Context: an optimization exercise on an open-source flow, tuned for a short achievable clock period and few clock cycles per item. The choices shown serve that exercise and are no tape-out recipe. Function was checked by simulation only, so behaviour that the tests miss may differ from the original. No driver is modelled on the clock port, so clocking that relies on it looks cheaper here than on a real chip. No activity file was given, so power comes from the tool's default toggle rates.

## flow/config.mk

```make
export PLATFORM = sky130hd
export DESIGN_NAME = yWriteBack
export DESIGN_NICKNAME = yWriteBack
export VERILOG_FILES = /design/flow/design.v
export SDC_FILE = /design/flow/constraint.sdc
export NUM_CORES = 4
export LEC_CHECK = 0
export ABC_CLOCK_PERIOD_IN_PS = 2000
export CAP_MARGIN = 20
export CORE_AREA = 10 10 390 390
export DIE_AREA = 0 0 400 400
export SETUP_SLACK_MARGIN = 3.0
export SLEW_MARGIN = 20
```

## flow/design.v

```verilog
`timescale 1ns/1ps
package yRowPkg;
   typedef logic [256-1:0] rowData;        
   typedef logic [48-1:0] yEntry;       
   typedef logic [11-1:0] rowAddr;
   typedef logic [4-1:0] slotOneHot;        
   typedef logic [$clog2(4)-1:0] slotIndex;
endpackage
`timescale 1ns/1ps
`timescale 1ns/1ps
`timescale 1ns/1ps
`timescale 1ns/1ps
`timescale 1ns/1ps
module yWriteBack
(
   input logic clock,
   input logic reset,
   input logic dpDone,
   input logic cpDone,
   input yRowPkg::rowAddr diagAddr,
   input yRowPkg::rowAddr nonDiagAddr,
   input yRowPkg::slotOneHot diagSlot,
   input yRowPkg::slotOneHot nonDiagSlot,
   input yRowPkg::yEntry computedDiag,
   input yRowPkg::yEntry changeData,
   input yRowPkg::rowData readData1,
   input yRowPkg::rowData readData2,
   output yRowPkg::rowAddr readAddr1,
   output yRowPkg::rowAddr readAddr2,
   output yRowPkg::rowAddr writeAddr,
   output yRowPkg::rowData writeData,
   output logic writeEnable,
   output logic writeDone
);
   function automatic logic oneHot(input yRowPkg::slotOneHot code);
      oneHot = (code == 4'b0001) || (code == 4'b0010) || (code == 4'b0100) || (code == 4'b1000);
   endfunction
   typedef struct packed
   {
      logic keepHi;
      logic [4-1:0] keepLo;
      logic [4-1:0] selDv1;
      logic [4-1:0] selCv1;
      logic [4-1:0] selDv2;
      logic [4-1:0] selCv2;
   } rowCtl;
   function automatic rowCtl ctlFor
   (
      input logic itemA,
      input logic itemB,
      input logic itemC,
      input logic eqAB,
      input logic eqCA,
      input logic eqDA,
      input logic eqCB,
      input logic eqDB,
      input logic eqDC,
      input logic legal1,
      input yRowPkg::slotOneHot ds1,
      input yRowPkg::slotOneHot ns1,
      input logic legal2,
      input yRowPkg::slotOneHot ds2,
      input yRowPkg::slotOneHot ns2
   );
      rowCtl ctl;
      logic isA, isB, isC, isD, kill;
      isA = itemA;
      isB = itemA ? eqAB : itemB;
      isC = itemA ? eqCA : (itemB ? eqCB : itemC);
      isD = itemA ? eqDA : (itemB ? eqDB : (itemC ? eqDC : 1'b1));
      kill = ((isA || isB) && !legal1) || ((isC || isD) && !legal2);
      ctl.keepHi = !kill;
      for (int s = 0; s < 4; s++)
      begin
         ctl.selDv2[s] = legal2 && isC && ds2[s];
         ctl.selCv2[s] = legal2 && isD && ns2[s] && !ctl.selDv2[s];
         ctl.selDv1[s] = legal1 && isA && ds1[s] && !kill && !ctl.selDv2[s] && !ctl.selCv2[s];
         ctl.selCv1[s] = legal1 && isB && ns1[s] && !kill && !ctl.selDv2[s] && !ctl.selCv2[s]
            && !ctl.selDv1[s];
         ctl.keepLo[s] = !kill && !ctl.selDv2[s] && !ctl.selCv2[s] && !ctl.selDv1[s]
            && !ctl.selCv1[s];
      end
      ctlFor = ctl;
   endfunction
   logic busy;        
   logic idle;
   logic load1;       
   logic accept;      
   logic fresh1;      
   logic fresh2;      
   yRowPkg::rowAddr aAddr, bAddr;
   yRowPkg::slotOneHot ds1, ns1;
   yRowPkg::yEntry dv1, cv1;
   logic legal1;
   logic eqAB;
   logic [4-1:0] aKeepLo, aSelDv1, aSelCv1;
   logic aKeepHi;
   yRowPkg::rowAddr cAddr, dAddr;
   yRowPkg::slotOneHot ds2, ns2;
   yRowPkg::yEntry dv2, cv2;
   logic legal2;
   logic eqCA, eqDA, eqCB, eqDB, eqDC;
   yRowPkg::rowData row1, row2;
   logic pendA, pendB, pendC, pendD;
   rowCtl nCtl;
   logic nSrcRow1, nSrcRow2, nSrcRd1, nSrcRd2;
   yRowPkg::rowAddr nAddr;
   logic nLast;
   logic inEqCA, inEqDA, inEqCB, inEqDB, inEqDC;
   logic inLegal2;
   logic hasA, hasB, hasC, hasD;
   yRowPkg::rowData aRaw, aSet1;
   logic firstA, firstB, firstC, firstD;
   logic firstLast;
   rowCtl ctlIn;
   logic curB, curA, curC;
   logic restA, restC, restD;
   logic folA, folC, folD;
   logic folLast;
   rowCtl ctlReg;
   yRowPkg::rowData nRaw;
   yRowPkg::rowData nextRow;
   assign readAddr1 = diagAddr;
   assign readAddr2 = nonDiagAddr;
   assign idle = !busy;
   assign load1 = idle && dpDone && !cpDone;
   assign accept = idle && dpDone && cpDone;
   assign aRaw = fresh1 ? readData1 : row1;
   always_comb
   begin
      for (int s = 0; s < 4; s++)
      begin
         for (int b = 0; b < 48; b++)
            aSet1[s * 64 + b] = (aKeepLo[s] && aRaw[s * 64 + b])
               || (aSelDv1[s] && dv1[b]) || (aSelCv1[s] && cv1[b]);
         for (int b = 48; b < 64; b++)
            aSet1[s * 64 + b] = aKeepHi && aRaw[s * 64 + b];
      end
   end
   assign inEqCA = (diagAddr == aAddr);
   assign inEqDA = (nonDiagAddr == aAddr);
   assign inEqCB = (diagAddr == bAddr);
   assign inEqDB = (nonDiagAddr == bAddr);
   assign inEqDC = (nonDiagAddr == diagAddr);
   assign inLegal2 = oneHot(diagSlot) && oneHot(nonDiagSlot)
      && !(inEqDC && (diagSlot == nonDiagSlot));
   assign hasB = !eqAB;
   assign hasA = inEqCA || inEqDA;
   assign hasC = !inEqCA && !inEqCB;
   assign hasD = !inEqDA && !inEqDB && !inEqDC;
   assign firstB = hasB;
   assign firstA = !hasB && hasA;
   assign firstC = !hasB && !hasA && hasC;
   assign firstD = !hasB && !hasA && !hasC;
   assign firstLast = hasB ? !(hasA || hasC || hasD) : (hasA ? !(hasC || hasD) : !hasD);
   assign ctlIn = ctlFor(firstA, firstB, firstC, eqAB, inEqCA, inEqDA, inEqCB, inEqDB, inEqDC,
      legal1, ds1, ns1, inLegal2, diagSlot, nonDiagSlot);
   assign curB = pendB;
   assign curA = !pendB && pendA;
   assign curC = !pendB && !pendA && pendC;
   assign restA = pendA && curB;
   assign restC = pendC && (curB || curA);
   assign restD = pendD && (curB || curA || curC);
   assign folA = restA;
   assign folC = !restA && restC;
   assign folD = !restA && !restC && restD;
   assign folLast = restA ? !(restC || restD) : !(restC && restD);
   assign ctlReg = ctlFor(folA, 1'b0, folC, eqAB, eqCA, eqDA, eqCB, eqDB, eqDC,
      legal1, ds1, ns1, legal2, ds2, ns2);
   always_comb
   begin
      for (int i = 0; i < 256; i++)
         nRaw[i] = (nSrcRow1 && row1[i]) || (nSrcRow2 && row2[i]) || (nSrcRd1 && readData1[i])
            || (nSrcRd2 && readData2[i]);
      for (int s = 0; s < 4; s++)
      begin
         for (int b = 0; b < 48; b++)
            nextRow[s * 64 + b] = (nCtl.keepLo[s] && nRaw[s * 64 + b])
               || (nCtl.selDv1[s] && dv1[b]) || (nCtl.selCv1[s] && cv1[b])
               || (nCtl.selDv2[s] && dv2[b]) || (nCtl.selCv2[s] && cv2[b]);
         for (int b = 48; b < 64; b++)
            nextRow[s * 64 + b] = nCtl.keepHi && nRaw[s * 64 + b];
      end
   end
   always_ff @(posedge clock)
   begin
      if (!reset)
      begin
         busy <= 1'b0;
         fresh1 <= 1'b0;
         fresh2 <= 1'b0;
         pendA <= 1'b0;
         pendB <= 1'b0;
         pendC <= 1'b0;
         pendD <= 1'b0;
         writeEnable <= 1'b0;
         writeDone <= 1'b0;
      end
      else
      begin
         fresh1 <= load1;
         fresh2 <= accept;
         if (accept)
         begin
            busy <= 1'b1;
            pendA <= hasA;
            pendB <= hasB;
            pendC <= hasC;
            pendD <= hasD;
            writeEnable <= 1'b1;
            writeDone <= 1'b0;
         end
         else if (busy)
         begin
            busy <= !nLast;
            pendB <= 1'b0;
            if (curA)
               pendA <= 1'b0;
            if (curC)
               pendC <= 1'b0;
            if (!curB && !curA && !curC)
               pendD <= 1'b0;
            writeEnable <= 1'b1;
            writeDone <= nLast;
         end
         else
         begin
            writeEnable <= 1'b0;
            writeDone <= 1'b0;
         end
      end
   end
   always_ff @(posedge clock)
   begin
      if (!reset)
      begin
         aAddr <= '0;
         bAddr <= '0;
      end
      else if (load1)
      begin
         aAddr <= diagAddr;
         bAddr <= nonDiagAddr;
      end
   end
   always_ff @(posedge clock)
   begin
      writeData <= busy ? nextRow : aSet1;
      writeAddr <= busy ? nAddr : aAddr;
   end
   always_ff @(posedge clock)
   begin
      if (accept)
      begin
         nCtl <= ctlIn;
         nSrcRow1 <= 1'b0;
         nSrcRow2 <= firstB;
         nSrcRd1 <= (firstA && inEqCA) || firstC;
         nSrcRd2 <= (firstA && !inEqCA) || firstD;
         nAddr <= firstB ? bAddr : ((firstA ? aAddr : (firstC ? diagAddr : nonDiagAddr)));
         nLast <= firstLast;
      end
      else
      begin
         nCtl <= ctlReg;
         nSrcRow1 <= (folA && eqCA) || folC;
         nSrcRow2 <= (folA && !eqCA) || folD;
         nSrcRd1 <= 1'b0;
         nSrcRd2 <= 1'b0;
         nAddr <= folA ? aAddr : (folC ? cAddr : dAddr);
         nLast <= folLast;
      end
   end
   always_ff @(posedge clock)
   begin
      if (load1)
      begin
         ds1 <= diagSlot;
         ns1 <= nonDiagSlot;
         dv1 <= computedDiag;
         cv1 <= changeData;
         eqAB <= (diagAddr == nonDiagAddr);
         legal1 <= oneHot(diagSlot) && oneHot(nonDiagSlot)
            && !((diagAddr == nonDiagAddr) && (diagSlot == nonDiagSlot));
         aKeepHi <= oneHot(diagSlot) && oneHot(nonDiagSlot)
            && !((diagAddr == nonDiagAddr) && (diagSlot == nonDiagSlot));
         for (int s = 0; s < 4; s++)
         begin
            aSelDv1[s] <= diagSlot[s];
            aSelCv1[s] <= (diagAddr == nonDiagAddr) && nonDiagSlot[s];
            aKeepLo[s] <= !diagSlot[s] && !((diagAddr == nonDiagAddr) && nonDiagSlot[s]);
         end
         if (!(oneHot(diagSlot) && oneHot(nonDiagSlot)
            && !((diagAddr == nonDiagAddr) && (diagSlot == nonDiagSlot))))
         begin
            aSelDv1 <= '0;
            aSelCv1 <= '0;
            aKeepLo <= '0;
         end
      end
      if (accept)
      begin
         cAddr <= diagAddr;
         dAddr <= nonDiagAddr;
         ds2 <= diagSlot;
         ns2 <= nonDiagSlot;
         dv2 <= computedDiag;
         cv2 <= changeData;
         legal2 <= inLegal2;
         eqCA <= inEqCA;
         eqDA <= inEqDA;
         eqCB <= inEqCB;
         eqDB <= inEqDB;
         eqDC <= inEqDC;
      end
      if (fresh1 || fresh2)
      begin
         row1 <= readData1;
         row2 <= readData2;
      end
   end
endmodule
```

## flow/run.sh

```bash
#!/bin/bash
# synth_recipe.tcl (not shown) runs the flow's synth.tcl, then flattens the netlist and writes it again
# the make line also repeats each setting of config.mk as NAME=value (left out here)
make -C /OpenROAD-flow-scripts/flow DESIGN_CONFIG=/design/flow/config.mk WORK_HOME=/design/flow/orfs CLKGATE_MAP_FILE= SYNTH_SCRIPT=/design/flow/synth_recipe.tcl finish
```

## flow/constraint.sdc

```tcl
create_clock -name core_clock -period 5.0 [get_ports {clock}]
set_input_delay 1.0000 -clock core_clock [delete_from_list [all_inputs] [get_ports {clock}]]
set_output_delay 1.0000 -clock core_clock [all_outputs]
set_load 0.01 [all_outputs]
```

==> results of run 1 <==
## Yosys cell counts (3+ instances only)
master / instances
inv_1: 7
clkbuf_1: 375
a22oi_1: 395
o211ai_1: 6
o21ai_1: 12
mux2i_1: 89
a211o_1: 3
mux2_2: 203
a21boi_0: 23
and2_1: 11
a21oi_1: 418
inv_2: 3
nor2b_1: 3
dfxtp_1: 335
edfxtp_1: 760
nand3_2: 3
a221oi_1: 256
o22ai_1: 67
or2_2: 5
xor2_1: 34
nor4_2: 6
nor2_1: 13
nand4_1: 9
o21ai_0: 30
and3_1: 11
buf_2: 26
buf_6: 4
buf_4: 22
nand3_1: 208
xnor2_1: 28
buf_1: 113
a22o_1: 67
a222oi_1: 192
a211oi_1: 5
nor3_1: 7
o32ai_2: 7
nand2_1: 676
nand2b_1: 7
## critical path, cell delays in order
cell and delay, ps:
buf_6 90, buf_6 110, buf_6 120
## per-stage QoR
step	hold WS, ps	cells	worst slack [ps]
global placement	466	6867	1140
floorplan	433	4474	-19.7
finish	433	7289	2680
global route	394	7270	2620
CTS	363	7198	2660
detailed placement	458	6867	1120
## repair_timing
action,in CTS,in global routing
hold buffers,0,0
setup endpoints to repair,1223,624
gates cloned,7,1
gates resized for setup,1987,162
pin swaps,39,25
setup buffers,84,32
hold endpoints to repair,0,0
## cell families after synthesis
| group | after synthesis |
|---|---|
| AOI/OAI and AO/OA | 1500 |
| xor gates and xnor gates | 62 |
| adders and majority gates | 2 |
| buffers and inverters | 553 |
| DFF | 1095 |
| muxes | 292 |
| and+or+nand+nor | 970 |
## per-layer routing
layer / wire [um] / up-vias / track usage (%) / share of wire [%]
met4: 11700 / 68 / 14.7 / 4.6
met3: 30800 / 692 / 10.6 / 12
met5: 458 / - / 0.242 / 0.18
li1: - / 19200 / - / -
met2: 115000 / 3188 / 45.7 / 46
met1: 94000 / 22800 / 36.4 / 37
## layout make-up
class	count	area share [%]
Antenna cell	58	0.212
Clock buffer	182	5.46
Clock inverter	58	0.721
Inverter	12	0.115
Multi-Input combinational cell	2829	28.5
Sequential cell	1095	43.7
Tap cell	1903	3.47
Timing Repair Buffer	1150	17.7
Timing Repair inverter	2	0.0255
## power by group
part,switching [mW],leakage (nW),internal (mW)
Sequential,0.446,9.97,10.3
Clock,4.01,2.08,5.51
Combinational,1.50,11.7,1.37
Total,5.95,23.8,17.2
## state kept, by name (all words and copies together) (netlist names), 4 cells and up
signal     count
writeAddr     11
ns1            4
cv2           48
aKeepLo        4
bAddr         11
ds2            4
nCtl          21
writeData    256
nAddr         11
row1         256
aSelCv1        4
dAddr         11
ds1            4
cv1           48
ns2            4
cAddr         11
dv2           48
dv1           48
aAddr         11
row2         256
aSelDv1        4
## worst max-delay path by stage
stage	from	endpoint	slack (ps)	cells past startpoint
3_3_place_gp	nonDiagAddr[7]	nCtl[18]$_DFF_P_	1140	9
3_5_place_dp	nonDiagAddr[5]	nCtl[14]$_DFF_P_	1120	9
5_1_grt	diagAddr[8]	nCtl[12]$_DFF_P_	2620	10
2_1_floorplan	fresh1$_SDFF_PN0_	row1[0]$_DFFE_PP_	-20	5
6_report	diagAddr[9]	readAddr1[9]	2680	3
4_1_cts	writeData[78]$_DFF_P_	writeData[78]	2660	1
==> metrics.md, run 1 <==
| Metric | Value |
|---|---|
| Initial antenna violation count | `103` |
| Synth Area in Compound Gates | `21.8%` |
| Worst hold endpoint | `cAddr[8]$_DFFE_PP_` |
| Main combinational cell family by area after synthesis | `compound AO/OA/AOI/OAI gates` |
| Tightest Pin Transition | `1130 ps` |
| Setup TNS | `0 ps` |
| Data required time of the critical path | `4000 ps` |
| Worst Setup End Kind | `output pin` |
| Starting Density | `35.3%` |
| Max Slew Vio Count | `0` |
| Share of cells above drive strength 1 | `25.1%` |
| Most common cell after layout, fill and taps aside | `edfxtp_1` |
| Mapped cell area | `50700 um^2` |
| Largest cells by area after synthesis | `edfxtp_1, dfxtp_1, a22oi_1` |
| CTS tree | `built` |
| Relative slew slack | `24.5%` |
| Startpoint types | `input port` |
| First-pass iteration count of the detailed router | `14` |
| Fin util | `47.8%` |
| Clk latency of the worst-skew pair | `790 ps` |
| Die Ht | `400 um` |
| Status | `timing/DRC/antenna clean` |
| Final setup viols | `0` |
| Ys flop type | `edfxtp_1` |
| First-pass GRT wire length | `342000 um` |
| WL final | `252000 um` |
| Clock net sink count | `1095` |
| Hold wc startpoint | `diagAddr[8]` |
| Hold Path Class | `input port to register` |
| Vias in the first global route | `44600` |
| Largest net degree at the start of global routing | `117` |
| Synth Area per Inst | `11.3 um^2` |
| RSZ-0062 raised after global routing | `yes` |
| Post-Synth XOR/XNOR Area | `1.07%` |
| Post-route design area | `68600 um^2` |
| Leading area contributor after synthesis | `edfxtp_1` |
| Die width | `400 um` |
| Layout Nets | `5863` |
| R2R setup slack | `2780 ps` |
| DR WL/cell | `34.6 um` |
| Leading cell types in the layout, fill and taps excluded | `edfxtp_1, nand2_1, clkdlybuf4s50_1` |
| Via count | `45900` |
| H-tree Lvls | `4` |
| Total Power | `23.1 mW` |
| Iter 0 DRT Violations | `6990` |
| Clock transition at path regs | `60 ps` |
| FMAX | `0.431 GHz` |
| Placed instance area | `61600 um^2` |
| Port bufs | `932` |
| Final-layout fill cell count | `12900` |
| Minimum clock period | `2320 ps` |
| Static leakage | `23.8 nW` |
| Multi-input gate area | `19600 um^2` |
| Total CTS buffers | `131` |
| Die ar. | `160000 um^2` |
| Post-synth top area share | `45.0%` |
| Crit share post-route | `46.4%` |
| Post-synth cell types | `66` |
| Async S/R FF share, synth | `0%` |
| Total congestion overflow | `0` |
| Pwr Density | `337 nW/um^2` |
| Critical path class | `input port to output pin` |
| Crit-path max FO | `2` |
| P&R area growth vs syn | `35.3%` |
| Post-route DRC | `0` |
| Synthesized-area fraction occupied by adder cells | `0.0395%` |
| CTS Root Cell | `clkbuf_16` |
| Reg area | `30000 um^2` |
| Final GP Congestion | `0.900` |
| Worst flop-to-flop path startpoint | `aAddr[6]$_SDFFE_PN0P_` |
| IO Pins | `933` |
| Post-DRT Antenna Nets | `0` |
| Sequential area share after synthesis | `58.3%` |
| Clk buf depth | `3` |
| Peak VDD IR | `0.243 mV` |
| Worst Path Arrival | `1320 ps` |
| Post-DP HPWL | `160000 um` |
| Vias per cell | `6.30` |
| FF+latch count, synth | `1095` |
| Gr usage total | `29.6%` |
| Cell count after synthesis | `4474` |
| Hold Vio Cnt, Final | `0` |
| Max_cap viols | `0` |
| Clk_skew | `30.1 ps` |
| Number of synthesized flops with an enable pin | `760` |
| Worst reg2reg endpoint | `nCtl[19]$_DFF_P_` |
| Simple-Gate Fraction of Synth Area | `8.19%` |
| Multiplexer area fraction after synthesis | `6.27%` |
| Syn Nets | `5116` |
| R2R depth | `9` |
| Rows | `139` |
| Worst hold stages | `1` |
| YS warnings | `1` |
| Core area | `143000 um^2` |
Testbench counts, summed over its fixed seeds: cycles 93,160, pairs 24,000.
==> run 2: changes to the inputs <==
--- a/flow/design.v
+++ b/flow/design.v
@@ -48,11 +48,6 @@
    (
-      input logic itemA,
-      input logic itemB,
-      input logic itemC,
-      input logic eqAB,
-      input logic eqCA,
-      input logic eqDA,
-      input logic eqCB,
-      input logic eqDB,
-      input logic eqDC,
+      input logic isA,
+      input logic isB,
+      input logic isC,
+      input logic isD,
       input logic legal1,
@@ -65,7 +60,3 @@
       rowCtl ctl;
-      logic isA, isB, isC, isD, kill;
-      isA = itemA;
-      isB = itemA ? eqAB : itemB;
-      isC = itemA ? eqCA : (itemB ? eqCB : itemC);
-      isD = itemA ? eqDA : (itemB ? eqDB : (itemC ? eqDC : 1'b1));
+      logic kill;
       kill = ((isA || isB) && !legal1) || ((isC || isD) && !legal2);
@@ -104,2 +95,3 @@
    logic pendA, pendB, pendC, pendD;
+   logic nIsA, nIsB, nIsC, nIsD;
    rowCtl nCtl;
@@ -114,3 +106,2 @@
    logic firstLast;
-   rowCtl ctlIn;
    logic curB, curA, curC;
@@ -119,3 +110,2 @@
    logic folLast;
-   rowCtl ctlReg;
    yRowPkg::rowData nRaw;
@@ -155,4 +145,2 @@
    assign firstLast = hasB ? !(hasA || hasC || hasD) : (hasA ? !(hasC || hasD) : !hasD);
-   assign ctlIn = ctlFor(firstA, firstB, firstC, eqAB, inEqCA, inEqDA, inEqCB, inEqDB, inEqDC,
-      legal1, ds1, ns1, inLegal2, diagSlot, nonDiagSlot);
    assign curB = pendB;
@@ -167,4 +155,3 @@
    assign folLast = restA ? !(restC || restD) : !(restC && restD);
-   assign ctlReg = ctlFor(folA, 1'b0, folC, eqAB, eqCA, eqDA, eqCB, eqDB, eqDC,
-      legal1, ds1, ns1, legal2, ds2, ns2);
+   assign nCtl = ctlFor(nIsA, nIsB, nIsC, nIsD, legal1, ds1, ns1, legal2, ds2, ns2);
    always_comb
@@ -254,3 +241,6 @@
       begin
-         nCtl <= ctlIn;
+         nIsA <= firstA;
+         nIsB <= firstA ? eqAB : firstB;
+         nIsC <= firstA ? inEqCA : (firstB ? inEqCB : firstC);
+         nIsD <= firstA ? inEqDA : (firstB ? inEqDB : (firstC ? inEqDC : 1'b1));
          nSrcRow1 <= 1'b0;
@@ -264,3 +254,6 @@
       begin
-         nCtl <= ctlReg;
+         nIsA <= folA;
+         nIsB <= folA && eqAB;
+         nIsC <= folA ? eqCA : folC;
+         nIsD <= folA ? eqDA : (folC ? eqDC : 1'b1);
          nSrcRow1 <= (folA && eqCA) || folC;
==> run 2 against run 1 <==
  * Still clean
  * Total power increased by 2.7%
  * Flip-flop and latch count decreased by 17
  * Register-to-register slack got worse by 70 ps
  * Combinational power increased by about 40%
  * Via count increased by 4.9%
  * Sequential power about the same
  * Largest cell class unchanged
  * Largest power group unchanged
==> metrics.md, run 2 <==
| Metric | Value |
|---|---|
| Status | `timing/DRC/antenna clean (unchanged)` |
| Worst reg2reg endpoint | `writeData[136]$_DFF_P_ (was nCtl[19]$_DFF_P_)` |
| Synth Area per Inst | `11.5 um^2 (was 11.3 um^2)` |
| Max Slew Vio Count | `0 (unchanged)` |
| Async S/R FF share, synth | `0% (unchanged)` |
| Mapped cell area | `50500 um^2 (was 50700 um^2)` |
| Leading cell types in the layout, fill and taps excluded | `edfxtp_1, nand2_1, clkdlybuf4s50_1 (unchanged)` |
| Final-layout fill cell count | `12500 (was 12900)` |
| Vias in the first global route | `45100 (was 44600)` |
| Post-synth cell types | `61 (was 66)` |
| CTS Root Cell | `clkbuf_16 (unchanged)` |
| Die width | `400 um (unchanged)` |
| FMAX | `0.432 GHz (was 0.431 GHz)` |
| Hold Vio Cnt, Final | `0 (unchanged)` |
| Worst hold endpoint | `writeAddr[3]$_DFF_P_ (was cAddr[8]$_DFFE_PP_)` |
| Largest net degree at the start of global routing | `119 (was 117)` |
| Slowest CP cell | `buf_6 (unchanged)` |
| Pre-CTS setup slack | `1210 ps (was 1120 ps)` |
| Share of cells above drive strength 1 | `33.9% (was 25.1%)` |
| Largest cells by area after synthesis | `edfxtp_1, dfxtp_1, a22oi_1 (unchanged)` |
| YS warnings | `1 (unchanged)` |
| Crit-path max FO | `2 (unchanged)` |
| Starting Density | `35.2% (was 35.3%)` |
| Placed instance area | `61300 um^2 (was 61600 um^2)` |
| Syn Nets | `5045 (was 5116)` |
| WL final | `284000 um (was 252000 um)` |
| Worst flop-to-flop path startpoint | `legal2$_DFFE_PP_ (was aAddr[6]$_SDFFE_PN0P_)` |
| Static leakage | `25.6 nW (was 23.8 nW)` |
| Clk buf depth | `3 (unchanged)` |
| DR WL/cell | `38.2 um (was 34.6 um)` |
| Worst Setup End Kind | `output pin (unchanged)` |
| Number of synthesized flops with an enable pin | `760 (unchanged)` |
| CP Buf/Inv Count | `3 (unchanged)` |
| Pwr Density | `323 nW/um^2 (was 337 nW/um^2)` |
| Initial antenna violation count | `115 (was 103)` |
| Critical path class | `input port to output pin (unchanged)` |
| Tightest Pin Transition | `1070 ps (was 1130 ps)` |
| Placed Instances | `6802 (was 6867)` |
| Worst hold stages | `1 (unchanged)` |
| Post-CTS Hold Buffers | `0 (unchanged)` |
| Gr usage total | `33.0% (was 29.6%)` |
| Final WS setup | `2680 ps (about the same)` |
| FF+latch count, synth | `1078 (was 1095)` |
| Port bufs | `932 (unchanged)` |
| Critical path, cell by cell | `buf_8 -> buf_6 -> buf_6 (was buf_6 -> buf_6 -> buf_6)` |
| Final setup viols | `0 (unchanged)` |
| Post-synth top area share | `45.2% (was 45.0%)` |
| Max_cap viols | `0 (unchanged)` |
| Rows | `139 (unchanged)` |
| Hold wc startpoint | `nAddr[3]$_DFF_P_ (was diagAddr[8])` |
| Relative slew slack | `28.6% (was 24.5%)` |
| CTS tree | `built (unchanged)` |
| Crit share post-route | `46.3% (was 46.4%)` |
| First-pass iteration count of the detailed router | `8 (was 14)` |
| Data required time of the critical path | `4000 ps (about the same)` |
| Cell count after synthesis | `4403 (was 4474)` |
| R2R depth | `13 (was 9)` |
| Hold Path Class | `register to register (was input port to register)` |
| Layout Nets | `5983 (was 5863)` |
| Startpoint types | `input port (unchanged)` |
| Vias per cell | `6.48 (was 6.30)` |
| Post-route DRC | `0 (unchanged)` |
| Total congestion overflow | `0 (unchanged)` |
| P&R area growth vs syn | `45.8% (was 35.3%)` |
| Minimum clock period | `2320 ps (about the same)` |
| Ys flop type | `edfxtp_1 (unchanged)` |
| Via count | `48200 (was 45900)` |
| Post-route design area | `73600 um^2 (was 68600 um^2)` |
| Largest regs | `row1: 256 flops, row2: 256 flops, writeData: 256 flops (unchanged)` |
| First-pass GRT wire length | `374000 um (was 342000 um)` |
| Sequential area share after synthesis | `57.8% (was 58.3%)` |
| CP delay by family, top | `buffers and inverters (unchanged)` |
| Leading area contributor after synthesis | `edfxtp_1 (unchanged)` |
| Post-route insts no fill | `7429 (was 7289)` |
| Worst Path Arrival | `1320 ps (about the same)` |
| Most common cell in the netlist | `edfxtp_1 (unchanged)` |
| IO Pins | `933 (unchanged)` |
| Most common cell after layout, fill and taps aside | `edfxtp_1 (unchanged)` |
| Post-synth top cells | `edfxtp_1, nand2_1, a22oi_1 (was edfxtp_1, nand2_1, a21oi_1)` |
| Post-DRT Antenna Nets | `0 (unchanged)` |
| RSZ-0062 raised after global routing | `yes (unchanged)` |
| Crit-path most repeated cell | `buf_6 (unchanged)` |
| Total CTS buffers | `120 (was 131)` |
| Clk latency of the worst-skew pair | `790 ps (about the same)` |
| H-tree Lvls | `3 (was 4)` |
| Die ar. | `160000 um^2 (unchanged)` |
| Crit-path max cell delay | `110 ps (was 120 ps)` |
| R2R setup slack | `2710 ps (was 2780 ps)` |
| Core area | `143000 um^2 (unchanged)` |
| Clock net sink count | `1078 (was 1095)` |
| Post-DP HPWL | `162000 um (was 160000 um)` |
| Peak VDD IR | `0.276 mV (was 0.243 mV)` |
| Iter 0 DRT Violations | `6919 (was 6990)` |
| Die Ht | `400 um (unchanged)` |
| Clock transition at path regs | `60 ps (about the same)` |
| Clk_skew | `47.4 ps (was 30.1 ps)` |
| Final GP Congestion | `0.903 (was 0.900)` |
## run 2: changes by cell type after synthesis, moves of 8 or more
cell / previous run / this run
o21ai_1: 12 / 0
a222oi_1: 192 / 1
inv_1: 7 / 15
a221o_1: 1 / 192
buf_2: 26 / 69
dfxtp_1: 335 / 318
clkbuf_1: 375 / 315
buf_1: 113 / 78
a21oi_1: 418 / 408
clkbuf_2: 1 / 34
nand2_1: 676 / 651
mux2i_1: 89 / 69
a22oi_1: 395 / 581
nand3_1: 208 / 27
## run 2: through the flow
step | hold slack, ps | setup TNS, ps | utilization (%) | power, mW
after floorplan | 409 | -9780 | - | 12.0
after global placement | 463 | 0 | 42.7 | 13.8
after detailed placement | 461 | 0 | 42.7 | 13.9
after CTS | 466 | 0 | 50.0 | 23.5
after global routing | 483 | 0 | 51.3 | 24.3
final | 479 | 0 | 51.3 | 23.8
## run 2: logic make-up (layout without fill, tap and decap cells)
| kind of cell | after synthesis | after routing | synth area share [%] |
|---|---|---|---|
| AO/OA/AOI/OAI | 1667 | 1667 | 24.2 |
| flip-flops | 1078 | 1078 | 57.8 |
| AND/OR/NAND/NOR | 777 | 804 | 6.34 |
| buffers and inverters | 549 | 1564 | 4.69 |
| multiplexers | 272 | 272 | 5.90 |
| XOR/XNOR | 58 | 58 | 1.02 |
| adder cells (fa/ha/maj) | 2 | 2 | 0.0421 |
| other | 0 | 81 | 0 |
## run 2: report_power, final
group	leakage, nW	switching [mW]	internal [mW]
combinational	13.9	2.09	1.89
clock	1.91	3.94	5.10
sequential	9.79	0.506	10.2
## run 2: final cells by class
class	instances	area, um^2	area share [%]
Sequential cell	1078	29700	40.3
Multi-Input combinational cell	2803	21800	29.6
Timing Repair Buffer	1317	15500	21.0
Clock buffer	171	3380	4.59
Tap cell	1903	2380	3.24
Clock inverter	55	539	0.733
Antenna cell	81	203	0.275
Inverter	17	108	0.146
Timing Repair inverter	4	35.0	0.0476
## run 2: worst max path at each step
stage,start,end,depth (start not counted)
global placement,nonDiagAddr[2],nLast$_DFF_P_,7
floorplan,fresh1$_SDFF_PN0_,row1[0]$_DFFE_PP_,5
CTS,writeData[204]$_DFF_P_,writeData[204],1
detailed placement,nonDiagAddr[2],nLast$_DFF_P_,7
finish,nonDiagAddr[9],readAddr2[9],3
global route,legal2$_DFFE_PP_,writeData[136]$_DFF_P_,13
## run 2: timing repair
item	in CTS	in global routing
setup buffers	196	52
pin swaps	325	133
gates cloned	65	7
endpoints found under the setup margin	1338	535
resized for setup	2471	240
## run 2: per-layer routing
metal,up-vias,wire length [um],GRT usage [%],part of all wire [%]
met5,-,502,0,0.18
met4,64,16600,18.4,5.9
met3,856,36600,11.2,13
met2,3742,124000,48.9,44
met1,24100,106000,42.0,37
li1,19400,-,-,-
Testbench counts of run 2, summed over its fixed seeds: cycles 93,160, pairs 24,000.
==> run 3: changes to the inputs <==
--- a/flow/config.mk
+++ b/flow/config.mk
@@ -10,2 +10,4 @@
 export CORE_AREA = 10 10 390 390
+export CTS_CLUSTER_DIAMETER = 60
+export CTS_CLUSTER_SIZE = 30
 export DIE_AREA = 0 0 400 400
==> run 3 against run 2 <==
  * Wire length shrank 0.69%
  * Still clean on timing, DRC and antenna
  * Worst setup slack worse by 54 ps
  * Hold slack lost 1.5 ps
==> metrics.md, run 3 <==
| Metric | Value |
|---|---|
| Status | `timing/DRC/antenna clean (unchanged)` |
| Synth Area per Inst | `11.5 um^2 (unchanged)` |
| Crit-path max FO | `8 (was 2)` |
| FMAX | `0.422 GHz (was 0.432 GHz)` |
| Largest regs | `row1: 256 flops, row2: 256 flops, writeData: 256 flops (unchanged)` |
| Total Power | `23.6 mW (was 23.8 mW)` |
| Hold wc startpoint | `nAddr[3]$_DFF_P_ (unchanged)` |
| Worst Setup End Kind | `register (was output pin)` |
| Post-route DRC | `0 (unchanged)` |
| Vias in the first global route | `45000 (was 45100)` |
| Core area | `143000 um^2 (unchanged)` |
| Worst hold stages | `1 (unchanged)` |
| First-pass GRT wire length | `372000 um (was 374000 um)` |
| Clk buf depth | `3 (unchanged)` |
| Mapped cell area | `50500 um^2 (unchanged)` |
| Port bufs | `932 (unchanged)` |
| Placed Instances | `6802 (unchanged)` |
| Hold Vio Cnt, Final | `0 (unchanged)` |
| Layout Nets | `5968 (was 5983)` |
| Leading area contributor after synthesis | `edfxtp_1 (unchanged)` |
| Largest cells by area after synthesis | `edfxtp_1, dfxtp_1, a22oi_1 (unchanged)` |
| Min Hold Slack | `477 ps (was 479 ps)` |
| DR WL/cell | `38.0 um (was 38.2 um)` |
| Post-synth top cells | `edfxtp_1, nand2_1, a22oi_1 (unchanged)` |
| Minimum clock period | `2370 ps (was 2320 ps)` |
| R2R depth | `10 (was 13)` |
| Rows | `139 (unchanged)` |
| Share of cells above drive strength 1 | `34.2% (was 33.9%)` |
| Hold Path Class | `register to register (unchanged)` |
| Worst hold endpoint | `writeAddr[3]$_DFF_P_ (unchanged)` |
| Max_cap viols | `0 (unchanged)` |
| Post-DRT Antenna Nets | `0 (unchanged)` |
| Starting Density | `35.2% (unchanged)` |
| Main combinational cell family by area after synthesis | `compound AO/OA/AOI/OAI gates (unchanged)` |
| Post-CTS Hold Buffers | `0 (unchanged)` |
| Largest net degree at the start of global routing | `161 (was 119)` |
| First-pass iteration count of the detailed router | `7 (was 8)` |
| Critical path, cell by cell | `buf_4 -> nand3_4 -> nand4b_1 -> nor2b_4 -> buf_6 -> buf_6 -> buf_6 -> buf_12 -> a22oi_2 -> a21oi_2 (was buf_8 -> buf_6 -> buf_6)` |
| YS warnings | `1 (unchanged)` |
| Via count | `48200 (about the same)` |
| Die width | `400 um (unchanged)` |
| Syn Nets | `5045 (unchanged)` |
| Die Ht | `400 um (unchanged)` |
| Vias per cell | `6.49 (was 6.48)` |
| CTS Root Cell | `clkbuf_16 (unchanged)` |
| Most common cell in the netlist | `edfxtp_1 (unchanged)` |
| Post-route design area | `73400 um^2 (was 73600 um^2)` |
| Final GP Congestion | `0.903 (unchanged)` |
| Clk_skew | `41.1 ps (was 47.4 ps)` |
| Most common cell after layout, fill and taps aside | `edfxtp_1 (unchanged)` |
| Peak VDD IR | `0.266 mV (was 0.276 mV)` |
| Crit-path most repeated cell | `buf_6 (unchanged)` |
| Ys flop type | `edfxtp_1 (unchanged)` |
| Async S/R FF share, synth | `0% (unchanged)` |
| H-tree Lvls | `3 (unchanged)` |
| Total congestion overflow | `0 (unchanged)` |
| P&R area growth vs syn | `45.3% (was 45.8%)` |
| Synthesized-area fraction occupied by adder cells | `0.0421% (unchanged)` |
| WL final | `282000 um (was 284000 um)` |
| Iter 0 DRT Violations | `6619 (was 6919)` |
| Initial antenna violation count | `116 (was 115)` |
| R2R setup slack | `2630 ps (was 2710 ps)` |
| Cell count after synthesis | `4403 (unchanged)` |
| Clk latency of the worst-skew pair | `770 ps (was 790 ps)` |
| Clock transition at path regs | `70 ps (was 60 ps)` |
| Post-Synth XOR/XNOR Area | `1.02% (unchanged)` |
| Placed instance area | `61300 um^2 (unchanged)` |
| Clock net sink count | `1078 (unchanged)` |
| Static leakage | `25.5 nW (was 25.6 nW)` |
| Crit share post-route | `47.4% (was 46.3%)` |
| Post-synth top area share | `45.2% (unchanged)` |
| Simple-Gate Fraction of Synth Area | `6.34% (unchanged)` |
| Total CTS buffers | `110 (was 120)` |
| Number of synthesized flops with an enable pin | `760 (unchanged)` |
| CTS tree | `built (unchanged)` |
| Worst Path Arrival | `3030 ps (was 1320 ps)` |
| Leading cell types in the layout, fill and taps excluded | `edfxtp_1, nand2_1, clkdlybuf4s50_1 (unchanged)` |
| Fin util | `51.1% (was 51.3%)` |
| Final setup viols | `0 (unchanged)` |
| Die ar. | `160000 um^2 (unchanged)` |
| Synth Area in Compound Gates | `24.2% (unchanged)` |
| Sequential area share after synthesis | `57.8% (unchanged)` |
| Pwr Density | `322 nW/um^2 (was 323 nW/um^2)` |
| Tightest Pin Transition | `1080 ps (was 1070 ps)` |
| Worst reg2reg endpoint | `writeData[88]$_DFF_P_ (was writeData[136]$_DFF_P_)` |
| RSZ-0062 raised after global routing | `yes (unchanged)` |
| Gr usage total | `32.7% (was 33.0%)` |
| Relative slew slack | `28.0% (was 28.6%)` |
| Data required time of the critical path | `5660 ps (was 4000 ps)` |
| IO Pins | `933 (unchanged)` |
| Worst flop-to-flop path startpoint | `aKeepHi$_DFFE_PP_ (was legal2$_DFFE_PP_)` |
| Max Slew Vio Count | `0 (unchanged)` |
| Startpoint types | `register (was input port)` |
| FF+latch count, synth | `1078 (unchanged)` |
| Post-DP HPWL | `162000 um (unchanged)` |
| Post-route insts no fill | `7414 (was 7429)` |
| Post-synth cell types | `61 (unchanged)` |
| Slowest CP cell | `edfxtp_1 (was buf_6)` |
| Critical path class | `register to register (was input port to output pin)` |
| Multiplexer area fraction after synthesis | `5.90% (unchanged)` |
| Crit-path max cell delay | `560 ps (was 110 ps)` |
-- run 3: logic make-up after synthesis --
family	count (synthesis)
compound gates	1667
xor+xnor	58
flops	1078
buf+inv	549
simple gates	777
fa+ha+maj	2
mux	272
-- run 3: final cells by class --
class / count / area, um^2
Antenna cell: 87 / 218
Clock buffer: 126 / 2950
Clock inverter: 84 / 935
Fill cell: 12400 / 70100
Inverter: 17 / 108
Multi-Input combinational cell: 2805 / 21800
Sequential cell: 1078 / 29700
Tap cell: 1903 / 2380
Timing Repair Buffer: 1311 / 15300
Timing Repair inverter: 3 / 28.8
-- run 3: power breakdown --
| part | leakage (nW) | switching, mW | internal, mW |
|---|---|---|---|
| registers | 9.79 | 0.504 | 10.2 |
| clock network | 1.89 | 4.24 | 4.78 |
| logic | 13.8 | 2.06 | 1.85 |
-- run 3: what timing repair did --
| action | CTS | global route |
|---|---|---|
| pin swaps | 286 | 179 |
| hold endpoints to repair | 0 | 0 |
| gates resized for setup | 2409 | 291 |
| gates cloned | 61 | 8 |
| setup buffers | 198 | 48 |
| endpoints found under the setup margin | 1341 | 518 |
-- run 3: routing by layer --
metal,vias to the layer above,global-route usage [%],routed length (um)
met5,-,0,340
met4,54,17.6,17200
met3,879,11.0,36000
met2,3669,48.5,123000
met1,24100,41.9,106000
li1,19400,-,-
-- run 3: worst max-delay path: cells and delay by family (launching register included) --
family / cells / cell delay [ps]
compound gates: 2 / 270
simple gates: 3 / 730
flops: 1 / 560
buf+inv: 5 / 720
-- run 3: through the flow --
step                      TNS (ps)  setup WS (ps)
after global placement           0           1260
final                            0           2630
after floorplan              -9780          -19.1
after detailed placement         0           1210
after global routing             0           2610
after CTS                        0           2680
-- run 3: how the worst max path moves through the flow --
stage                                  from                    end  slack (ps)
after floorplan           fresh1$_SDFF_PN0_      row1[0]$_DFFE_PP_         -20
after global placement       nonDiagAddr[2]          nLast$_DFF_P_        1260
after detailed placement     nonDiagAddr[2]          nLast$_DFF_P_        1210
after CTS                    nonDiagAddr[9]           readAddr2[9]        2680
after global routing       legal2$_DFFE_PP_  writeData[88]$_DFF_P_        2610
final                     aKeepHi$_DFFE_PP_  writeData[88]$_DFF_P_        2630
==> run 4: changes to the inputs <==
--- a/flow/design.v
+++ b/flow/design.v
@@ -48,6 +48,11 @@
    (
-      input logic isA,
-      input logic isB,
-      input logic isC,
-      input logic isD,
+      input logic itemA,
+      input logic itemB,
+      input logic itemC,
+      input logic eqAB,
+      input logic eqCA,
+      input logic eqDA,
+      input logic eqCB,
+      input logic eqDB,
+      input logic eqDC,
       input logic legal1,
@@ -60,3 +65,7 @@
       rowCtl ctl;
-      logic kill;
+      logic isA, isB, isC, isD, kill;
+      isA = itemA;
+      isB = itemA ? eqAB : itemB;
+      isC = itemA ? eqCA : (itemB ? eqCB : itemC);
+      isD = itemA ? eqDA : (itemB ? eqDB : (itemC ? eqDC : 1'b1));
       kill = ((isA || isB) && !legal1) || ((isC || isD) && !legal2);
@@ -95,3 +104,2 @@
    logic pendA, pendB, pendC, pendD;
-   logic nIsA, nIsB, nIsC, nIsD;
    rowCtl nCtl;
@@ -106,2 +114,3 @@
    logic firstLast;
+   rowCtl ctlIn;
    logic curB, curA, curC;
@@ -110,2 +119,3 @@
    logic folLast;
+   rowCtl ctlReg;
    yRowPkg::rowData nRaw;
@@ -145,2 +155,4 @@
    assign firstLast = hasB ? !(hasA || hasC || hasD) : (hasA ? !(hasC || hasD) : !hasD);
+   assign ctlIn = ctlFor(firstA, firstB, firstC, eqAB, inEqCA, inEqDA, inEqCB, inEqDB, inEqDC,
+      legal1, ds1, ns1, inLegal2, diagSlot, nonDiagSlot);
    assign curB = pendB;
@@ -155,3 +167,4 @@
    assign folLast = restA ? !(restC || restD) : !(restC && restD);
-   assign nCtl = ctlFor(nIsA, nIsB, nIsC, nIsD, legal1, ds1, ns1, legal2, ds2, ns2);
+   assign ctlReg = ctlFor(folA, 1'b0, folC, eqAB, eqCA, eqDA, eqCB, eqDB, eqDC,
+      legal1, ds1, ns1, legal2, ds2, ns2);
    always_comb
@@ -241,6 +254,3 @@
       begin
-         nIsA <= firstA;
-         nIsB <= firstA ? eqAB : firstB;
-         nIsC <= firstA ? inEqCA : (firstB ? inEqCB : firstC);
-         nIsD <= firstA ? inEqDA : (firstB ? inEqDB : (firstC ? inEqDC : 1'b1));
+         nCtl <= ctlIn;
          nSrcRow1 <= 1'b0;
@@ -254,6 +264,3 @@
       begin
-         nIsA <= folA;
-         nIsB <= folA && eqAB;
-         nIsC <= folA ? eqCA : folC;
-         nIsD <= folA ? eqDA : (folC ? eqDC : 1'b1);
+         nCtl <= ctlReg;
          nSrcRow1 <= (folA && eqCA) || folC;
==> flow/flow/run.sh (new file) <==
#!/bin/bash
# Own layout flow: the standard ORFS flow, unchanged synthesis, with one
# extra step at the end of CTS (flow/post_cts.tcl) that tightens the paths
# through the ports. Each tool's output goes to a log file in this folder.
set -euo pipefail
WORK=$(pwd)
bash standard.sh synth > "$WORK/synth.log" 2>&1
export POST_CTS_TCL="$WORK/flow/post_cts.tcl"
bash standard.sh > "$WORK/layout.log" 2>&1
==> flow/flow/post_cts.tcl (new file) <==
# Run by ORFS at the end of CTS (POST_CTS_TCL): tighten the paths through
# the ports, then legalize the placement again.
# - each output port is driven by a plain buf_4 (no delay cell, no weak buffer)
# - a flip-flop that drives an output buffer gets the strongest drive
# - each readAddr output buffer hangs straight off its address input buffer,
#   and the input buffer's other loads move behind a buffer of their own
set block [ord::get_db_block]

# the buffer on a port: the instance its net connects to
proc port_inst { name } {
  set bterm [$::block findBTerm $name]
  if { $bterm == "NULL" } { return "NULL" }
  set net [$bterm getNet]
  foreach it [$net getITerms] {
    return [$it getInst]
  }
  return "NULL"
}

proc inst_pin { inst pin } {
  return [$inst findITerm $pin]
}

set n_out 0
set n_ff 0
foreach bterm [$block getBTerms] {
  if { [$bterm getIoType] != "OUTPUT" } { continue }
  set buf [port_inst [$bterm getName]]
  if { $buf == "NULL" } { continue }
  set ref [[$buf getMaster] getName]
  if { ![string match "sky130_fd_sc_hd__*buf*" $ref] } { continue }
  if { $ref != "sky130_fd_sc_hd__buf_4" && $ref != "sky130_fd_sc_hd__buf_6" && $ref != "sky130_fd_sc_hd__buf_8" } {
    replace_cell [$buf getName] sky130_fd_sc_hd__buf_4
    incr n_out
  }
  set in_net [[inst_pin $buf A] getNet]
  foreach it [$in_net getITerms] {
    if { ![$it isOutputSignal] } { continue }
    set d [$it getInst]
    if { [regexp {^sky130_fd_sc_hd__dfxtp_[12]$} [[$d getMaster] getName]] } {
      replace_cell [$d getName] sky130_fd_sc_hd__dfxtp_4
      incr n_ff
    }
  }
}
puts "post_cts: $n_out output buffers and $n_ff flip-flops resized"

set n_ft 0
foreach {src dst} {diagAddr readAddr1 nonDiagAddr readAddr2} {
  for {set i 0} {$i < 11} {incr i} {
    set ib [port_inst "$src\[$i\]"]
    set ob [port_inst "$dst\[$i\]"]
    if { $ib == "NULL" || $ob == "NULL" } { continue }
    set ib_net [[inst_pin $ib X] getNet]
    set ob_a [inst_pin $ob A]
    set ob_net [$ob_a getNet]
    if { [$ob_net getName] != [$ib_net getName] } {
      disconnect_pin [$ob_net getName] [$ob getName]/A
      connect_pin [$ib_net getName] [$ob getName]/A
    }
    set others {}
    foreach it [$ib_net getITerms] {
      if { [$it isInputSignal] && [[$it getInst] getName] != [$ob getName] } {
        lappend others [get_pins [[$it getInst] getName]/[[$it getMTerm] getName]]
      }
    }
    if { [llength $others] > 0 } {
      insert_buffer -buffer_cell sky130_fd_sc_hd__buf_4 -net [get_nets [$ib_net getName]] -load_pins $others
    }
    replace_cell [$ib getName] sky130_fd_sc_hd__buf_8
    incr n_ft
  }
}
puts "post_cts: $n_ft feedthroughs rewired"

estimate_parasitics -placement
detailed_placement
check_placement -verbose
estimate_parasitics -placement
report_worst_slack -max
==> flow/standard.sh (new file) <==
#!/bin/bash
# synth_recipe.tcl (not shown) runs the flow's synth.tcl, then flattens the netlist and writes it again
# the make line also repeats each setting of config.mk as NAME=value (left out here)
make -C /OpenROAD-flow-scripts/flow DESIGN_CONFIG=/design/flow/config.mk WORK_HOME=/design/flow/orfs CLKGATE_MAP_FILE= SYNTH_SCRIPT=/design/flow/synth_recipe.tcl "${@:-finish}"
--- a/flow/config.mk
+++ b/flow/config.mk
@@ -10,4 +10,2 @@
 export CORE_AREA = 10 10 390 390
-export CTS_CLUSTER_DIAMETER = 60
-export CTS_CLUSTER_SIZE = 30
 export DIE_AREA = 0 0 400 400
removed: flow/run.sh
==> run 4 against run 3 <==
  * Area after synthesis grew 0.34%
  * The flow now stops in clock tree synthesis
  * Synthesized cell count grew 1.6%
==> metrics.md, run 4 <==
| Metric | Value |
|---|---|
| YS warnings | `1 (unchanged)` |
| Die width | `400 um (unchanged)` |
| Pre-CTS setup slack | `1120 ps (was 1210 ps)` |
| Synth Area per Inst | `11.3 um^2 (was 11.5 um^2)` |
| Cell count after synthesis | `4474 (was 4403)` |
| Post-DP HPWL | `160000 um (was 162000 um)` |
| Rows | `139 (unchanged)` |
| Most common cell in the netlist | `edfxtp_1 (unchanged)` |
| Mapped cell area | `50700 um^2 (was 50500 um^2)` |
| IO Pins | `933 (unchanged)` |
| Port bufs | `932 (unchanged)` |
| Status | `aborted with a tool error (was timing/DRC/antenna clean)` |
| Starting Density | `35.3% (was 35.2%)` |
| Syn Nets | `5116 (was 5045)` |
| Final GP Congestion | `0.900 (was 0.903)` |
| Number of synthesized flops with an enable pin | `760 (unchanged)` |
| FF+latch count, synth | `1095 (was 1078)` |
| Sequential area share after synthesis | `58.3% (was 57.8%)` |
| Async S/R FF share, synth | `0% (unchanged)` |
| Post-synth top area share | `45.0% (was 45.2%)` |
| Last flow stage reached | `clock tree synthesis` |
| Die Ht | `400 um (unchanged)` |
| Post-synth top cells | `edfxtp_1, nand2_1, a21oi_1 (was edfxtp_1, nand2_1, a22oi_1)` |
| Clock net sink count | `1095 (was 1078)` |
| Largest cells by area after synthesis | `edfxtp_1, dfxtp_1, a22oi_1 (unchanged)` |
| Post-synth cell types | `66 (was 61)` |
| Tool Error | `Error: cts.tcl, 90 can't read "::block": no such variable` |
| Leading area contributor after synthesis | `edfxtp_1 (unchanged)` |
| Placed Instances | `6867 (was 6802)` |
| Ys flop type | `edfxtp_1 (unchanged)` |
==> run 4: how the worst max path moves through the flow <==
stage	endpoint	startpoint	cells after the start	slack [ps]
detailed placement	nCtl[14]$_DFF_P_	nonDiagAddr[5]	9	1120
floorplan	row1[0]$_DFFE_PP_	fresh1$_SDFF_PN0_	5	-20
global placement	nCtl[18]$_DFF_P_	nonDiagAddr[7]	9	1140
==> run 4: metrics by stage <==
| stage | util (%) | area [um^2] |
|---|---|---|
| after floorplan | - | 51200 |
| after global placement | 42.9 | 61600 |
| after detailed placement | 42.9 | 61600 |
==> run 4: power by group through the flow <==
stage	sequential, mW	clock [mW]	combinational (mW)
2_1_floorplan	10.7	0	1.13
3_3_place_gp	10.9	0	2.64
3_5_place_dp	10.9	0	2.66
==> run 4: cells by family after synthesis <==
| family | synth area share (%) |
|---|---|
| compound gates | 21.8 |
| flops | 58.3 |
| simple gates | 8.19 |
| buf+inv | 4.39 |
| mux | 6.27 |
| xor+xnor | 1.07 |
| fa+ha+maj | 0.0395 |
Testbench counts of run 4, summed over its fixed seeds: cycles 93,160, pairs 24,000.
==> run 5: changes to the inputs <==
--- a/flow/flow/post_cts.tcl
+++ b/flow/flow/post_cts.tcl
@@ -6,3 +6,3 @@
 #   and the input buffer's other loads move behind a buffer of their own
-set block [ord::get_db_block]
+set ::block [ord::get_db_block]
 
@@ -25,3 +25,3 @@
 set n_ff 0
-foreach bterm [$block getBTerms] {
+foreach bterm [$::block getBTerms] {
   if { [$bterm getIoType] != "OUTPUT" } { continue }
==> run 5 against run 4 <==
  * Now clean on timing, DRC and antenna
  * Synthesized cell count did not move
  * Area after synthesis stayed put
==> metrics.md, run 5 <==
| Metric | Value |
|---|---|
| Status | `timing/DRC/antenna clean (was aborted with a tool error)` |
| Peak VDD IR | `0.243 mV` |
| Synth Area per Inst | `11.3 um^2 (unchanged)` |
| Placed Instances | `6867 (unchanged)` |
| First-pass GRT wire length | `343000 um` |
| Clk latency of the worst-skew pair | `780 ps` |
| Post-route DRC | `0` |
| Post-synth top area share | `45.0% (unchanged)` |
| Port bufs | `932 (unchanged)` |
| CTS tree | `built` |
| Startpoint types | `input port` |
| Clock net sink count | `1095 (unchanged)` |
| Number of synthesized flops with an enable pin | `760 (unchanged)` |
| Vias in the first global route | `44800` |
| Starting Density | `35.3% (unchanged)` |
| Final-layout fill cell count | `12800` |
| Syn Nets | `5116 (unchanged)` |
| Total congestion overflow | `0` |
| Max_cap viols | `0` |
| Leading cell types in the layout, fill and taps excluded | `edfxtp_1, nand2_1, clkdlybuf4s50_1` |
| Crit-path max FO | `4` |
| WL final | `253000 um` |
| Worst flop-to-flop path startpoint | `aAddr[7]$_SDFFE_PN0P_` |
| Vias per cell | `6.28` |
| Tightest Pin Transition | `1120 ps` |
| Post-synth top cells | `edfxtp_1, nand2_1, a21oi_1 (unchanged)` |
| Static leakage | `24.1 nW` |
| Worst Path Arrival | `3120 ps` |
| Final setup viols | `0` |
| Minimum clock period | `2430 ps` |
| Core area | `143000 um^2` |
| Rows | `139 (unchanged)` |
| Hold wc startpoint | `nAddr[3]$_DFF_P_` |
| DR WL/cell | `34.6 um` |
| IO Pins | `933 (unchanged)` |
| Met3 GRT Util | `10.5%` |
| Post-DP HPWL | `160000 um (unchanged)` |
| Clock transition at path regs | `60 ps` |
| Sequential area share after synthesis | `58.3% (unchanged)` |
| First-pass iteration count of the detailed router | `13` |
| GR peak layer | `met2` |
| Hold Path Class | `register to register` |
| P&R area growth vs syn | `37.7%` |
| Gr usage total | `29.6%` |
| Die ar. | `160000 um^2` |
| Die Ht | `400 um (unchanged)` |
| Pwr Density | `332 nW/um^2` |
| Largest net degree at the start of global routing | `117` |
| Post-synth cell types | `66 (unchanged)` |
| Worst Setup End Kind | `register` |
| Clk_skew | `30.3 ps` |
| Met1 usage | `36.6%` |
| Largest regs | `row1: 256 flops, row2: 256 flops, writeData: 256 flops` |
| R2R setup slack | `2720 ps` |
| Setup TNS | `0 ps` |
| Critical path class | `input port to register` |
| Min Hold Slack | `474 ps` |
| Cell count after synthesis | `4474 (unchanged)` |
| Max Slew Vio Count | `0` |
| Worst Setup SP | `nonDiagAddr[7]` |
| Largest cells by area after synthesis | `edfxtp_1, dfxtp_1, a22oi_1 (unchanged)` |
| Via count | `46000` |
| RSZ-0062 raised after global routing | `yes` |
| Ys flop type | `edfxtp_1 (unchanged)` |
| Initial antenna violation count | `104` |
| FF+latch count, synth | `1095 (unchanged)` |
| Post-DRT Antenna Nets | `0` |
| Data required time of the critical path | `5680 ps` |
| Most common cell in the netlist | `edfxtp_1 (unchanged)` |
| Post-route insts no fill | `7321` |
| Hold Vio Cnt, Final | `0` |
| Leading area contributor after synthesis | `edfxtp_1 (unchanged)` |
| Most common cell after layout, fill and taps aside | `edfxtp_1` |
| Async S/R FF share, synth | `0% (unchanged)` |
| Relative slew slack | `25.2%` |
| Final GP Congestion | `0.900 (unchanged)` |
| Routing usage on met2 | `45.8%` |
| Crit share post-route | `48.6%` |
| Mapped cell area | `50700 um^2 (unchanged)` |
| Iter 0 DRT Violations | `6892` |
| Layout Nets | `5892` |
| Share of cells above drive strength 1 | `26.1%` |
| YS warnings | `1 (unchanged)` |
| FMAX | `0.411 GHz` |
| Die width | `400 um (unchanged)` |
==> run 5: cell counts after synthesis <==
Identical to the previous run, type by type.
==> run 5: critical path, cell delays in order <==
cell and delay, ps:
buf_8 110, buf_6 120, buf_4 140, xor2_2 160
nor4_4 340, nand3_2 170, buf_12 170, clkinv_8 40
o21a_4 130, buf_4 110, a2111o_1 190, nand4_1 160
o32ai_2 270
==> run 5: kinds of logic after synthesis <==
group	Yosys count	share of synthesized area, %
AO/OA/AOI/OAI	1500	21.8
XOR/XNOR	62	1.07
adder cells (fa/ha/maj)	2	0.0395
buffers and inverters	553	4.39
flip-flops	1095	58.3
multiplexers	292	6.27
AND/OR/NAND/NOR	970	8.19
==> run 5: final timing paths <==
check                    endpoint  cells past startpoint
max              nCtl[11]$_DFF_P_                     13
min          writeAddr[3]$_DFF_P_                      1
max reg2reg      nCtl[11]$_DFF_P_                     10
min reg2reg  writeAddr[3]$_DFF_P_                      1
==> run 5: where the power goes <==
part           internal (mW)  total (mW)  switching, mW
clock network           5.51        9.53           4.02
logic                   1.41        2.92           1.51
registers               10.3        10.7          0.449
==> run 5: stage by stage <==
stage / utilization (%) / area [um^2] / total power, mW / setup slack [ps]
2_1_floorplan: - / 51200 / 11.9 / -19.7
3_3_place_gp: 42.9 / 61600 / 13.5 / 1140
3_5_place_dp: 42.9 / 61600 / 13.5 / 1120
5_1_grt: 48.6 / 69700 / 23.8 / 2540
6_report: 48.6 / 69800 / 23.2 / 2570
==> run 5: layer usage <==
layer  wire (um)  vias to the layer above
li1            -                    19200
met1       94000                    22600
met5         369                        -
met4       12200                       60
met3       31800                      703
met2      115000                     3342
==> run 5: cell type report, clock buffers not listed <==
type / count / area [um^2] / area share (%)
repair buffers: 1179 / 12700 / 18.2
clock inverters: 58 / 494 / 0.708
flip-flops and latches: 1095 / 30700 / 43.9
multi-input cells: 2829 / 19500 / 28.0
diodes: 61 / 153 / 0.219
repair inverters: 2 / 22.5 / 0.0323
inverters: 12 / 101 / 0.145
well taps: 1903 / 2380 / 3.41
==> run 6: changes to the inputs <==
==> flow/flow/run.sh (replaced) <==
#!/bin/bash
# Own layout flow: the standard ORFS flow, unchanged synthesis, with two
# extra steps around CTS: flow/pre_cts.tcl moves the output flip-flops and
# their port buffers next to the ports, flow/post_cts.tcl tightens the port
# paths (buffer sizes, the read address feedthroughs). Each tool's output
# goes to a log file in this folder.
set -euo pipefail
WORK=$(pwd)
bash standard.sh synth > "$WORK/synth.log" 2>&1
export PRE_CTS_TCL="$WORK/flow/pre_cts.tcl"
export POST_CTS_TCL="$WORK/flow/post_cts.tcl"
bash standard.sh > "$WORK/layout.log" 2>&1
==> flow/flow/pre_cts.tcl (new file) <==
# Run by ORFS before CTS (PRE_CTS_TCL): move each output port's buffer, and
# the flip-flop that drives it, to the edge of the core next to the port, so
# that the register-to-port path is short; then legalize the placement.
# The clock tree is built afterwards for these places.
set ::block [ord::get_db_block]
set core [$::block getCoreArea]
set cx0 [$core xMin]
set cy0 [$core yMin]
set cx1 [$core xMax]
set cy1 [$core yMax]
set step [expr {[$::block getDbUnitsPerMicron] * 4}]

proc clampv { v lo hi } {
  if { $v < $lo } { return $lo }
  if { $v > $hi } { return $hi }
  return $v
}

set n_mv 0
foreach bterm [$::block getBTerms] {
  if { [$bterm getIoType] != "OUTPUT" } { continue }
  set net [$bterm getNet]
  set buf "NULL"
  foreach it [$net getITerms] { set buf [$it getInst] }
  if { $buf == "NULL" } { continue }
  set ff "NULL"
  foreach it [[[$buf findITerm A] getNet] getITerms] {
    if { [$it isOutputSignal] } { set ff [$it getInst] }
  }
  if { $ff == "NULL" || ![string match "sky130_fd_sc_hd__dfxtp_*" [[$ff getMaster] getName]] } { continue }
  set bb [$bterm getBBox]
  set px [expr {([$bb xMin] + [$bb xMax]) / 2}]
  set py [expr {([$bb yMin] + [$bb yMax]) / 2}]
  # nearest point of the core, then one step further in for the flip-flop
  set bx [clampv $px $cx0 [expr {$cx1 - $step}]]
  set by [clampv $py $cy0 [expr {$cy1 - $step}]]
  set fx $bx
  set fy $by
  if { $px <= $cx0 } { set fx [expr {$bx + $step}] }
  if { $px >= $cx1 } { set fx [expr {$bx - $step}] }
  if { $py <= $cy0 } { set fy [expr {$by + $step}] }
  if { $py >= $cy1 } { set fy [expr {$by - $step}] }
  $buf setLocation $bx $by
  $ff setLocation $fx $fy
  incr n_mv
}
puts "pre_cts: $n_mv output flip-flops and buffers moved to their ports"
detailed_placement
check_placement -verbose
--- a/flow/config.mk
+++ b/flow/config.mk
@@ -10,2 +10,4 @@
 export CORE_AREA = 10 10 390 390
+export CTS_CLUSTER_DIAMETER = 60
+export CTS_CLUSTER_SIZE = 30
 export DIE_AREA = 0 0 400 400
==> run 6 against run 5 <==
  * Highest routed layer unchanged
  * Combinational power grew 4%
  * Critical path type unchanged
  * Die area stayed put
  * Global-route usage grew 1.4 points
  * Cell count barely moved
  * Clock power shrank 4.9%
  * Still clean on timing, DRC and antenna
  * Core utilization rose by 0.23 points
  * Register-to-register slack is essentially flat
  * Area after synthesis is the same
  * Sequential share of layout area shrank 0.21 points
  * Critical endpoint is now nCtl[12]$_DFF_P_
  * Largest cell class unchanged
  * Total power down 1.7%
==> metrics.md, run 6 <==
| Metric | Value |
|---|---|
| Status | `timing/DRC/antenna clean (unchanged)` |
| Post-DP HPWL | `160000 um (unchanged)` |
| Most common cell after layout, fill and taps aside | `edfxtp_1 (unchanged)` |
| Clk_skew | `54.6 ps (was 30.3 ps)` |
| Clock net sink count | `1095 (unchanged)` |
| Hold Vio Cnt, Final | `0 (unchanged)` |
| Post-route DRC | `0 (unchanged)` |
| Post-synth cell types | `66 (unchanged)` |
| Starting Density | `35.3% (unchanged)` |
| Critical path, cell by cell | `buf_8 -> buf_4 -> buf_4 -> xor2_1 -> nor4_2 -> nand3_4 -> o21ai_4 -> buf_6 -> a211oi_4 -> buf_6 -> a22o_4 -> o32ai_2 (was buf_8 -> buf_6 -> buf_4 -> xor2_2 -> nor4_4 -> nand3_2 -> buf_12 -> clkinv_8 -> o21a_4 -> buf_4 -> a2111o_1 -> nand4_1 -> o32ai_2)` |
| Hold Path Class | `register to register (unchanged)` |
| Min Hold Slack | `507 ps (was 474 ps)` |
| Worst Setup End Kind | `register (unchanged)` |
| Startpoint types | `input port (unchanged)` |
| Layout Nets | `5887 (was 5892)` |
| Number of synthesized flops with an enable pin | `760 (unchanged)` |
| FF+latch count, synth | `1095 (unchanged)` |
| Post-route design area | `70100 um^2 (was 69800 um^2)` |
| Minimum clock period | `2470 ps (was 2430 ps)` |
| Placed Instances | `6867 (unchanged)` |
| Total congestion overflow | `0 (unchanged)` |
| Data required time of the critical path | `5650 ps (was 5680 ps)` |
| Largest regs | `row1: 256 flops, row2: 256 flops, writeData: 256 flops (unchanged)` |
| Port bufs | `932 (unchanged)` |
| Iter 0 DRT Violations | `7176 (was 6892)` |
| YS warnings | `1 (unchanged)` |
| Final setup viols | `0 (unchanged)` |
| Max Slew Vio Count | `0 (unchanged)` |
| RSZ-0062 raised after global routing | `yes (unchanged)` |
| FMAX | `0.404 GHz (was 0.411 GHz)` |
| First-pass iteration count of the detailed router | `13 (unchanged)` |
| Pwr Density | `325 nW/um^2 (was 332 nW/um^2)` |
| Largest cells by area after synthesis | `edfxtp_1, dfxtp_1, a22oi_1 (unchanged)` |
| Mapped cell area | `50700 um^2 (unchanged)` |
| Ys flop type | `edfxtp_1 (unchanged)` |
| Clock transition at path regs | `80 ps (was 60 ps)` |
| First-pass GRT wire length | `358000 um (was 343000 um)` |
| Crit share post-route | `49.5% (was 48.6%)` |
| Post-synth top area share | `45.0% (unchanged)` |
| Initial antenna violation count | `104 (unchanged)` |
| Post-synth top cells | `edfxtp_1, nand2_1, a21oi_1 (unchanged)` |
| Async S/R FF share, synth | `0% (unchanged)` |
| Crit-path max cell delay | `310 ps (was 340 ps)` |
| Hold wc startpoint | `nAddr[6]$_DFF_P_ (was nAddr[3]$_DFF_P_)` |
| Largest net degree at the start of global routing | `117 (unchanged)` |
| Die width | `400 um (unchanged)` |
| Post-route insts no fill | `7317 (was 7321)` |
| Via count | `46900 (was 46000)` |
| IO Pins | `933 (unchanged)` |
| Core area | `143000 um^2 (unchanged)` |
| Gr usage total | `31.0% (was 29.6%)` |
| Worst flop-to-flop path startpoint | `aAddr[7]$_SDFFE_PN0P_ (unchanged)` |
| CTS tree | `built (unchanged)` |
| Most common cell in the netlist | `edfxtp_1 (unchanged)` |
| Worst reg2reg endpoint | `nCtl[12]$_DFF_P_ (was nCtl[11]$_DFF_P_)` |
| Tightest Pin Transition | `1160 ps (was 1120 ps)` |
| Rows | `139 (unchanged)` |
| P&R area growth vs syn | `38.4% (was 37.7%)` |
| R2R depth | `10 (unchanged)` |
| Placed instance area | `61600 um^2 (unchanged)` |
| Clk latency of the worst-skew pair | `780 ps (about the same)` |
| Slowest CP cell | `nor4_2 (was nor4_4)` |
| Cell count after synthesis | `4474 (unchanged)` |
| Die Ht | `400 um (unchanged)` |
| R2R setup slack | `2710 ps (was 2720 ps)` |
| WL final | `265000 um (was 253000 um)` |
| Die ar. | `160000 um^2 (unchanged)` |
| Max_cap viols | `0 (unchanged)` |
| Synth Area per Inst | `11.3 um^2 (unchanged)` |
| Share of cells above drive strength 1 | `27.2% (was 26.1%)` |
| Worst hold stages | `1 (unchanged)` |
run 6: cell count changes in the layout (fill, tap and decap cells not counted), sizes merged:
cell	change
clkbuf	-70
inv	+48
buf	+19
clkinv	-18
diode	+16
bufbuf	+4
bufinv	-1
clkdlybuf4s15	-1
clkdlybuf4s18	-1
clkdlybuf4s50	+1
dlygate4sd2	-1
run 6: metal layers:
| layer | vias to the layer above | routed length, um | track usage [%] |
|---|---|---|---|
| li1 | 19300 | - | - |
| met1 | 23300 | 99500 | 39.2 |
| met2 | 3560 | 121000 | 48.2 |
| met3 | 729 | 31100 | 9.56 |
| met4 | 52 | 13300 | 14.8 |
| met5 | - | 360 | 0.121 |
run 6: cells by family after synthesis:
logic type / after synthesis / synth area share (%)
AO/OA/AOI/OAI: 1500 / 21.8
XOR/XNOR: 62 / 1.07
adder cells (fa/ha/maj): 2 / 0.0395
buffers and inverters: 553 / 4.39
flip-flops: 1095 / 58.3
multiplexers: 292 / 6.27
AND/OR/NAND/NOR: 970 / 8.19
run 6: final cells by class, clock buffers not listed:
class	count	area, um^2
antenna	77	193
clock inverter	85	1170
fill	12400	73400
inverter	12	91.3
multi-input combinational	2829	19700
sequential	1095	30700
tap	1903	2380
timing repair buffer	1198	13100
timing repair inverter	4	52.6
run 6: per-stage QoR:
stage               TNS (ps)  power, mW  util (%)  worst slack [ps]
finish                     0       22.8      48.9              2530
global route               0       23.4      48.8              2500
detailed placement         0       13.5      42.9              1120
global placement           0       13.5      42.9              1140
floorplan             -10110       11.9         -             -19.7
run 6: report_power, final:
| group | total, mW | internal, mW | switching (mW) |
|---|---|---|---|
| Combinational | 3.04 | 1.43 | 1.62 |
| Clock | 9.06 | 4.61 | 4.45 |
| Sequential | 10.7 | 10.2 | 0.425 |
| Total | 22.8 | 16.3 | 6.49 |
run 6: worst max-delay path, delay by kind of cell:
family	cells	cell delay, ps
compound gates	4	820
xor+xnor	1	180
buf+inv	5	660
simple gates	2	460
run 6: worst max-delay path by stage:
| stage | end | slack, ps | startpoint | cells past startpoint |
|---|---|---|---|---|
| after global routing | nCtl[12]$_DFF_P_ | 2500 | nonDiagAddr[1] | 12 |
| after global placement | nCtl[18]$_DFF_P_ | 1140 | nonDiagAddr[7] | 9 |
| final | nCtl[12]$_DFF_P_ | 2530 | nonDiagAddr[1] | 12 |
| after floorplan | row1[0]$_DFFE_PP_ | -20 | fresh1$_SDFF_PN0_ | 5 |
| after detailed placement | nCtl[14]$_DFF_P_ | 1120 | nonDiagAddr[5] | 9 |

Setup slack of run 6, layout unchanged: 2.527 ns with ideal ports, 2.564 ns with driving cells assumed (clock clkbuf_16, inputs buf_2), 1.736 ns with port delays also shifted by the 0.828 ns mid clock arrival.
